This design comes from an exercise in tuning for small area, a short achievable clock period and few clock cycles on the open sky130 flow, not from production work. In this exercise RTL edits were held to simulation tests only and were not proved equivalent to the original. Power is estimated from default activity; no workload was simulated.

==> flow/design.v <==
`timescale 1ns / 1ps
package modbt_pkg;
  localparam int TABLE_BITS    = 2048;
  localparam int MAX_READ_BITS = 512;
  localparam int TYPE_W  = 2;
  localparam int ADDR_W  = 11;
  localparam int COUNT_W = 10;
  localparam int DATA_W  = 8;
  localparam int IDX_W   = 6;
  localparam int ROWS  = TABLE_BITS / DATA_W;
  localparam int ROW_W = (ROWS > 1) ? $clog2(ROWS) : 1;
  localparam int OFF_W = $clog2(DATA_W);
  localparam int SUM_W = ADDR_W + 1;
  localparam logic [DATA_W-1:0] COIL_RESET  = '0;
  localparam logic [DATA_W-1:0] INPUT_RESET = '1;
  localparam logic [DATA_W-1:0] BIT_ONE     = DATA_W'(8'h01);
  typedef enum logic [TYPE_W-1:0] {
    REQ_WR_COIL  = 2'd0,
    REQ_WR_INPUT = 2'd1,
    REQ_RD_COIL  = 2'd2,
    REQ_RD_INPUT = 2'd3
  } req_type_t;
  typedef enum logic [5:0] {
    ST_CLEAR   = 6'b000001,
    ST_IDLE    = 6'b000010,
    ST_WR_MOD  = 6'b000100,
    ST_RD_LOAD = 6'b001000,
    ST_RD_EMIT = 6'b010000,
    ST_RESP    = 6'b100000
  } state_t;
endpackage
`timescale 1ns / 1ps
import modbt_pkg::*;
module modbus_bit_table_packer_unit (
  input  logic               clk,
  input  logic               rst_n,
  input  logic               in_valid,
  output logic               in_stall,
  input  logic [TYPE_W-1:0]  in_req_type,
  input  logic [ADDR_W-1:0]  in_bit_addr,
  input  logic [COUNT_W-1:0] in_bit_count,
  input  logic               in_set_value,
  output logic               out_valid,
  input  logic               out_stall,
  output logic [DATA_W-1:0]  out_data_byte,
  output logic [IDX_W-1:0]   out_byte_index,
  output logic               out_last,
  output logic               out_error
);
  localparam int FD = 5;                  
  localparam logic [1:0] K_WR = 2'd0, K_RD = 2'd1, K_ER = 2'd2;
  logic [ROWS*DATA_W-1:0] coil_q, inp_q;
  logic             i_busy;
  logic [1:0]       i_kind;
  logic             i_tab, i_set;
  logic [7:0]       i_row, i_row1, i_lo;
  logic [2:0]       i_off, i_lcnt;
  logic [5:0]       i_rem;
  logic             in_stall_r;
  logic [2:0]       cnt_r;
  logic             can_r;                
  logic             a_valid;
  logic [1:0]       a_kind;
  logic             a_tab, a_set, a_last, a_fv;
  logic [7:0]       a_row [8];            
  logic [7:0]       a_s0 [8];             
  logic [3:0]       a_s1 [8];             
  logic [2:0]       a_r75 [8];            
  logic [2:0]       a_off, a_lcnt;
  logic [7:0]       a_hz;
  logic             b_valid;
  logic [1:0]       b_kind;
  logic             b_tab, b_set, b_last, b_fv;
  logic [15:0]      b_whi_c, b_whi_i;     
  logic [15:0]      b_wlo;                
  logic [1:0]       b_hi [8];
  logic [7:0]       b_m1 [8];             
  logic [2:0]       b_off, b_lcnt;
  logic [7:0]       b_offoh;              
  logic [7:0]       b_hz;
  logic             c_valid;
  logic [1:0]       c_kind;
  logic             c_last;
  logic [7:0]       c_bd;
  logic [2:0]       c_off, c_lcnt;
  logic [FD-1:0]    f_v;
  logic [7:0]       f_data [FD];
  logic [5:0]       o_idx;                
  logic             f_last [FD];
  logic             f_err  [FD];
  logic             rq_read, rq_bad, rq_rem0;
  logic [SUM_W-1:0] rq_end;
  logic [COUNT_W-1:0] rq_cm1;
  logic [5:0]       rq_rem;
  logic [1:0]       rq_kind;
  logic [7:0]       rq_lo;
  assign rq_read = in_req_type[1];
  assign rq_end  = {1'b0, in_bit_addr} + SUM_W'(in_bit_count);
  assign rq_bad  = rq_read && ((in_bit_count == '0) ||
                               (in_bit_count > COUNT_W'(MAX_READ_BITS)) ||
                               (rq_end > SUM_W'(TABLE_BITS)));
  assign rq_kind = rq_bad ? K_ER : (rq_read ? K_RD : K_WR);
  assign rq_cm1  = in_bit_count - 1'b1;
  assign rq_rem  = (rq_read && !rq_bad) ? rq_cm1[8:3] : 6'd0;
  assign rq_rem0 = !rq_read || rq_bad || (rq_cm1[8:3] == 6'd0);
  always_comb begin
    for (int b = 0; b < 8; b++) begin
      rq_lo[b] = rq_read && (3'(b) < in_bit_addr[2:0]);
    end
  end
  logic accept, issue, i_free, pop;
  logic i_busy_nxt, i_rem0_nxt;
  logic [2:0] cnt_nxt;
  assign accept = in_valid && !in_stall_r;
  assign issue  = i_busy && can_r;
  assign pop    = f_v[0] && !out_stall;
  assign in_stall = in_stall_r;
  assign cnt_nxt = cnt_r + 3'(issue) - 3'(pop);
  always_comb begin
    if (accept) begin
      i_busy_nxt = 1'b1;
      i_rem0_nxt = rq_rem0;
    end else if (issue) begin
      i_busy_nxt = (i_rem != 6'd0);
      i_rem0_nxt = (i_rem == 6'd1);
    end else begin
      i_busy_nxt = i_busy;
      i_rem0_nxt = (i_rem == 6'd0);
    end
  end
  logic [7:0] i_oh0, i_oh0_1;
  logic [3:0] i_oh1, i_oh1_1;
  always_comb begin
    for (int k = 0; k < 8; k++) begin
      i_oh0[k]   = (i_row[2:0]  == 3'(k));
      i_oh0_1[k] = (i_row1[2:0] == 3'(k));
    end
    for (int k = 0; k < 4; k++) begin
      i_oh1[k]   = (i_row[4:3]  == 2'(k));
      i_oh1_1[k] = (i_row1[4:3] == 2'(k));
    end
  end
  logic       eq0, eq1;
  logic [7:0] hz;
  assign eq0 = (i_row  == a_row[7]);
  assign eq1 = (i_row1 == a_row[7]);
  always_comb begin
    for (int b = 0; b < 8; b++) begin
      hz[b] = a_valid && (a_kind == K_WR) && (a_tab == i_tab) &&
              (a_off == 3'(b)) && (i_lo[b] ? eq1 : eq0);
    end
  end
  always_ff @(posedge clk) begin
    if (!rst_n) begin
      i_busy     <= 1'b0;
      in_stall_r <= 1'b0;
      cnt_r      <= '0;
      can_r      <= 1'b1;
      a_valid    <= 1'b0;
    end else begin
      i_busy     <= i_busy_nxt;
      in_stall_r <= !(!i_busy_nxt || (i_rem0_nxt && (cnt_nxt < 3'(FD))));
      cnt_r      <= cnt_nxt;
      can_r      <= (cnt_nxt < 3'(FD));
      a_valid    <= issue;
    end
  end
  always_ff @(posedge clk) begin
    if (accept) begin
      i_kind <= rq_kind;
      i_tab  <= in_req_type[0];
      i_set  <= in_set_value;
      i_row  <= in_bit_addr[10:3];
      i_row1 <= in_bit_addr[10:3] + 8'd1;
      i_lo   <= rq_lo;
      i_off  <= in_bit_addr[2:0];
      i_lcnt <= in_bit_count[2:0];
      i_rem  <= rq_rem;
    end else if (issue) begin
      i_row  <= i_row1;
      i_row1 <= i_row1 + 8'd1;
      i_rem  <= i_rem - 6'd1;
    end
  end
  always_ff @(posedge clk) begin
    a_kind <= i_kind;
    a_tab  <= i_tab;
    a_set  <= i_set;
    a_last <= (i_rem == 6'd0);
    a_off  <= i_off;
    a_lcnt <= i_lcnt;
    a_hz   <= hz;
    a_fv   <= a_set;
    a_row[7] <= i_row;
    for (int b = 0; b < 8; b++) begin
      a_s0[b]  <= i_lo[b] ? i_oh0_1 : i_oh0;
      a_s1[b]  <= i_lo[b] ? i_oh1_1 : i_oh1;
      a_r75[b] <= i_lo[b] ? i_row1[7:5] : i_row[7:5];
    end
  end
  logic [7:0] m1 [8];
  for (genvar b = 0; b < 8; b++) begin : g_bank
    for (genvar t = 0; t < 2; t++) begin : g_tab
      logic [31:0] grp;
      logic [7:0]  sg;
      for (genvar j = 0; j < 32; j++) begin : g_grp
        logic [7:0] lv;
        for (genvar k = 0; k < 8; k++) begin : g_leaf
          assign lv[k] = (t == 0) ? coil_q[(j*8 + k)*8 + b] : inp_q[(j*8 + k)*8 + b];
        end
        assign grp[j] = |(lv & a_s0[b]);
      end
      for (genvar h = 0; h < 8; h++) begin : g_sg
        assign sg[h] = |(grp[h*4 +: 4] & a_s1[b]);
      end
      for (genvar g = 0; g < 4; g++) begin : g_m1
        assign m1[b][t*4 + g] = a_r75[b][0] ? sg[g*2 + 1] : sg[g*2];
      end
    end
  end
  always_ff @(posedge clk) begin
    if (!rst_n) b_valid <= 1'b0;
    else        b_valid <= a_valid;
  end
  always_ff @(posedge clk) begin
    b_kind <= a_kind;
    b_tab  <= a_tab;
    b_set  <= a_set;
    b_last <= a_last;
    b_fv   <= a_fv;
    for (int k = 0; k < 16; k++) begin
      b_whi_c[k] <= rst_n && a_valid && (a_kind == K_WR) && !a_tab && (a_row[7][7:4] == 4'(k));
      b_whi_i[k] <= rst_n && a_valid && (a_kind == K_WR) &&  a_tab && (a_row[7][7:4] == 4'(k));
      b_wlo[k]   <= (a_row[7][3:0] == 4'(k));
    end
    b_off  <= a_off;
    for (int k = 0; k < 8; k++) b_offoh[k] <= (a_off == 3'(k));
    b_lcnt <= a_lcnt;
    b_hz   <= a_hz;
    for (int b = 0; b < 8; b++) begin
      b_hi[b] <= a_r75[b][2:1];
      b_m1[b] <= m1[b];
    end
  end
  logic [7:0] bd, wd, coil_wd, inp_wd;
  always_comb begin
    for (int b = 0; b < 8; b++) begin
      bd[b] = b_hz[b] ? b_fv : b_m1[b][{b_tab, b_hi[b]}];
    end
    for (int b = 0; b < 8; b++) begin
      wd[b] = b_offoh[b] ? b_set : bd[b];
    end
  end
  logic rst_q;
  always_ff @(posedge clk) rst_q <= !rst_n;
  assign coil_wd = rst_q ? COIL_RESET  : wd;
  assign inp_wd  = rst_q ? INPUT_RESET : wd;
  for (genvar r = 0; r < ROWS; r++) begin : g_row
    logic we_c, we_i;
    assign we_c = rst_q || (b_whi_c[r / 16] && b_wlo[r % 16]);
    assign we_i = rst_q || (b_whi_i[r / 16] && b_wlo[r % 16]);
    always_ff @(posedge clk) begin
      if (we_c) coil_q[r*8 +: 8] <= coil_wd;
      if (we_i) inp_q [r*8 +: 8] <= inp_wd;
    end
  end
  always_ff @(posedge clk) begin
    if (!rst_n) c_valid <= 1'b0;
    else        c_valid <= b_valid;
  end
  always_ff @(posedge clk) begin
    c_kind <= b_kind;
    c_last <= b_last;
    c_bd   <= bd;
    c_off  <= b_off;
    c_lcnt <= b_lcnt;
  end
  logic [15:0] c_dbl;
  logic [7:0]  c_rot, c_mask, c_data;
  assign c_dbl  = {c_bd, c_bd} >> c_off;
  assign c_rot  = c_dbl[7:0];
  assign c_mask = (c_last && c_lcnt != 3'd0) ? ~(8'hFF << c_lcnt) : 8'hFF;
  assign c_data = (c_kind == K_RD) ? (c_rot & c_mask) : 8'h00;
  logic [FD:0] f_vx;
  assign f_vx = {1'b0, f_v};
  always_ff @(posedge clk) begin
    if (!rst_n)                o_idx <= '0;
    else if (pop && f_last[0]) o_idx <= '0;
    else if (pop)              o_idx <= o_idx + 6'd1;
  end
  always_ff @(posedge clk) begin
    if (!rst_n) begin
      f_v <= '0;
    end else begin
      for (int k = 0; k < FD; k++) begin
        if (pop) f_v[k] <= f_vx[k+1] || (c_valid && f_vx[k]);
        else     f_v[k] <= f_vx[k]   || (c_valid && (k == 0 || f_vx[k-1]));
      end
    end
  end
  always_ff @(posedge clk) begin
    for (int k = 0; k < FD; k++) begin
      if (pop ? (f_vx[k] && !f_vx[k+1]) : (!f_vx[k] && (k == 0 || f_vx[k-1]))) begin
        f_data[k] <= c_data;
        f_last[k] <= c_last;
        f_err[k]  <= (c_kind == K_ER);
      end else if (pop && k + 1 < FD) begin
        f_data[k] <= f_data[(k + 1) % FD];
        f_last[k] <= f_last[(k + 1) % FD];
        f_err[k]  <= f_err[(k + 1) % FD];
      end
    end
  end
  assign out_valid      = f_v[0];
  assign out_data_byte  = f_data[0];
  assign out_byte_index = o_idx;
  assign out_last       = f_last[0];
  assign out_error      = f_err[0];
endmodule
==> flow/run.sh <==
#!/bin/bash
# synth_recipe.tcl (not shown) runs the flow's synth.tcl, then flattens the netlist and writes it again
# the make line also repeats each setting of config.mk as NAME=value (left out here)
make -C /OpenROAD-flow-scripts/flow DESIGN_CONFIG=/design/flow/config.mk WORK_HOME=/design/flow/orfs CLKGATE_MAP_FILE= SYNTH_SCRIPT=/design/flow/synth_recipe.tcl finish
==> flow/config.mk <==
export PLATFORM = sky130hd
export DESIGN_NAME = modbus_bit_table_packer_unit
export DESIGN_NICKNAME = modbus_bit_table_packer_unit
export VERILOG_FILES = /design/flow/design.v
export SDC_FILE = /design/flow/constraint.sdc
export NUM_CORES = 4
export LEC_CHECK = 0
export ABC_CLOCK_PERIOD_IN_PS = 2700
export CAP_MARGIN = 20
export CORE_MARGIN = 2
export CORE_UTILIZATION = 45
export CTS_CLUSTER_DIAMETER = 60
export CTS_CLUSTER_SIZE = 30
export PLACE_DENSITY = 0.6
export SETUP_SLACK_MARGIN = 2.8
export SLEW_MARGIN = 20
==> flow/constraint.sdc <==
create_clock -name core_clock -period 5.5 [get_ports {clk}]
set_input_delay 1.1000 -clock core_clock [delete_from_list [all_inputs] [get_ports {clk}]]
set_output_delay 1.1000 -clock core_clock [all_outputs]
set_load 0.01 [all_outputs]
==> run summary <==
## report_power, final
part / total (uW) / switching [uW] / internal (uW)
clock network: 25000 / 13200 / 11800
registers: 53800 / 4980 / 48800
logic: 27600 / 20800 / 6740
## sequential cells by signal (all words and copies together), names as in the netlist, 23 cells and up
register and count:
coil_q 2048, b_m1 64, f_data 40, a_s0 64, a_r75 23, inp_q 2048, a_s1 32
## kinds of logic after synthesis
family | after synthesis | synth area share
and+or+nand+nor | 928 | 0.03133
xor gates and xnor gates | 40 | 0.002118
adders and majority gates | 19 | 0.001528
DFF | 4523 | 0.8008
buffers and inverters | 774 | 0.01759
muxes | 123 | 0.009374
AOI/OAI and AO/OA | 3028 | 0.1372
## through the flow
stage	cells	area [sq um]	hold WS, ns	worst slack [ns]	power (uW)
floorplan	9435	165500	0.3096	1.800	61720
global placement	13859	172700	0.3111	1.057	75890
detailed placement	13859	172700	0.3121	1.149	76590
CTS	14571	186300	0.3251	2.748	102900
global route	14684	187500	0.3204	2.689	106800
finish	14810	187800	0.3280	2.561	106400
## synth_stat cells, drive strengths merged, types with 4 or more instances
cell type  instances  area, sq um
a31oi             48        300.3
xnor2             30        262.8
ha                17        212.7
nor2b             11        68.82
xor2              10        87.58
a21o             517         3881
nand4            521         3259
a21oi             19        95.09
inv               28        105.1
o31ai              5        37.54
a221oi            22        198.9
or2                4        25.02
o22ai              7        75.07
nor2              82        307.8
o211ai            43        327.8
nor4               6        37.54
nand3             13        65.06
mux4              19        427.9
mux2              65        732.0
edfxtp          4185       125700
nor3              66        330.3
nand2            143        536.8
mux2i             39        390.4
o21ai            110        554.3
and2               8        50.05
dfxtp            338         6766
a22oi           2092        15710
and3               7        48.80
a22o             107        937.2
o21a               4        30.03
nand2b            48        300.3
a222oi            42        420.4
clkbuf           542         2036
buf              203        764.5
## layer usage
metal  vias to the layer above  routed length, um  GRT usage
li1                      39780                  -          -
met1                     55579             228800     0.4525
met2                     12400             297400     0.5151
met3                      3196             123700     0.1602
met4                        56              66880     0.2891
met5                         -                620   0.009944
## timing repair
action,CTS,global route
buffers inserted,159,81
setup endpoints to repair,5524,2428
gates resized for setup,199,66
pin swaps,27,30
gates cloned,30,10
## area by class of cell
cell class,count,area [sq um],area share
repair buffers,612,7191,0.03829
diodes,147,367.9,0.001959
clock buffers,311,7516,0.04002
well taps,4816,6026,0.03209
multi-input cells,4160,30720,0.1636
inverters,29,112.6,0.0005996
clock inverters,212,3029,0.01613
flip-flops and latches,4523,132800,0.7073
## how the worst min path moves through the flow
| stage | startpoint | to | cells after the start |
|---|---|---|---|
| after floorplan | a_set | a_fv | 0 |
| after global placement | b_off[2] | c_off[2] | 0 |
| after detailed placement | a_r75[3][2] | b_hi[3][1] | 0 |
| after CTS | a_r75[1][2] | b_hi[1][1] | 0 |
| after global routing | a_r75[1][2] | b_hi[1][1] | 0 |
| final | a_r75[1][1] | b_hi[1][0] | 0 |
==> run summary <==
Setup-failing EPs final - 0
Blocking Checks - antenna violations
GRT Residual Overflow - 0
CTS H-tree depth - 5
die height - 610.2 um
core box area - 365,800 sq um
Crit path depth - 3
Clock transition at path regs - 0.10 ns
CP startpoint kind - register
worst r2r src - a_s1[5][3]
ys flop type - edfxtp_1
vias per std cell - 7.496
total wire length - 717.4 mm
site row count - 222
CP max stage cell - dfxtp_2
initial core utilization - 0.4521
vias post-DR - 111,011
mapped cell area - 165,400 sq um
layout cells sized above 1 - 0.1436
Critical path buffers and inverters - 1
final hold vios - 0
Post-Syn Area per Cell - 17.53 sq um
post-layout util - 0.5134
Leak Pwr - 0.06297 uW
Hold Crit Class - reg -> reg
min Tclk post-route - 2.939 ns
clk_skew - 0.05447 ns
Post-synth EDFFs - 4,185
largest net degree at the start of global routing - 169
most frequent cells in the layout - 4,185 x edfxtp_1, 2,089 x a22oi_1, 521 x nand4_1
commonest non-fill, non-tap cell in the layout - edfxtp_1
slew margin rel. - 0.07824
vias in the first global route - 97,940
clk root buf - clkbuf_16
initial DRC count - 23,788
CP top delay family - compound AO/OA/AOI/OAI gates
max_cap viols - 0
TNS Setup - 0 ns
VDD IR max - 0.3869 mV
routability cong. - 0.9501
Global Route Usage Sum - 0.3709
Worst Path Required - 6.30 ns
Least-Margin Pin Slew - 1.383 ns
Synth async-reset ratio - 0
crit path capture type - register
Synth cell types - 65
Final Net Count - 9,658
CP max stage delay - 0.98 ns
PortBufs - 45
hpwl dp - 381.7 mm
CP arrival - 3.74 ns
Slew Limit Fails - 0
Sinks on Clock Net - 4,523
Routed WL per cell - 48.44 um
CP Capture Point - b_m1[5][0]
RSZ-0062 raised after global routing - yes
Die W - 610.2 um
Area growth syn-to-layout - 13.56%
total CTS buffers - 285
filler cell count - 28,956
Seq/Total Area, Yosys - 0.8008
Cells after Synth - 9,435
CTS tree - yes
Max Fclk - 340.3 MHz
syn nets - 9,482
Reg2Reg Setup Slack - 2.56 ns
# IOs - 46
antenna-violating nets left - 1
# DRC - 0
Crit Path Class - reg -> reg
Hold Buf Count CTS - 0
initial antenna violation count - 91
PwrDens - 566.4 nW/um^2
crit share post-route - 0.5343
Die Area - 372,400 sq um
critical path, cell by cell - buf_4 > a222oi_1 > o211ai_1
Synth Warn # - 13
CP startpoint - a_s1[5][3]
CP max FO - 9
Max clock buf depth - 4
R2R depth - 3
flops & latches, synth - 4,523
Crit Reg-Reg Endpoint - b_m1[5][0]
Worst-Skew Late Latency - 1.02 ns
first-pass iteration count of the detailed router - 10
global-route wire length before repair - 915.2 mm
status - complete, but fails checks
Testbench counts, summed over its fixed seeds: cycles 29,360.

==> port drivers added, routing unchanged <==
The flow's constraints put no driver on any port. The routed layout listed below was extracted and timed again, unchanged, in two steps. Step 1, drivers: a clkbuf_16 drives clk and a buf_2 each remaining input, both assumed. Step 2 moves the port delays by t, midway between the first and last clock arrival at a register: inputs arrive t later, outputs are due t later. That takes back most of the time a late clock gives input paths. Slacks: ideal / step 1 / step 2; pairs: ideal / step 1.
t (ns): 1.097
slack for setup (ns): 2.561 / 2.561 / 1.804
cell pins on the clock port's net: 1
For this run, drivers alone change the setup slack by 0.000 ns; drivers and shift together by -0.757 ns.
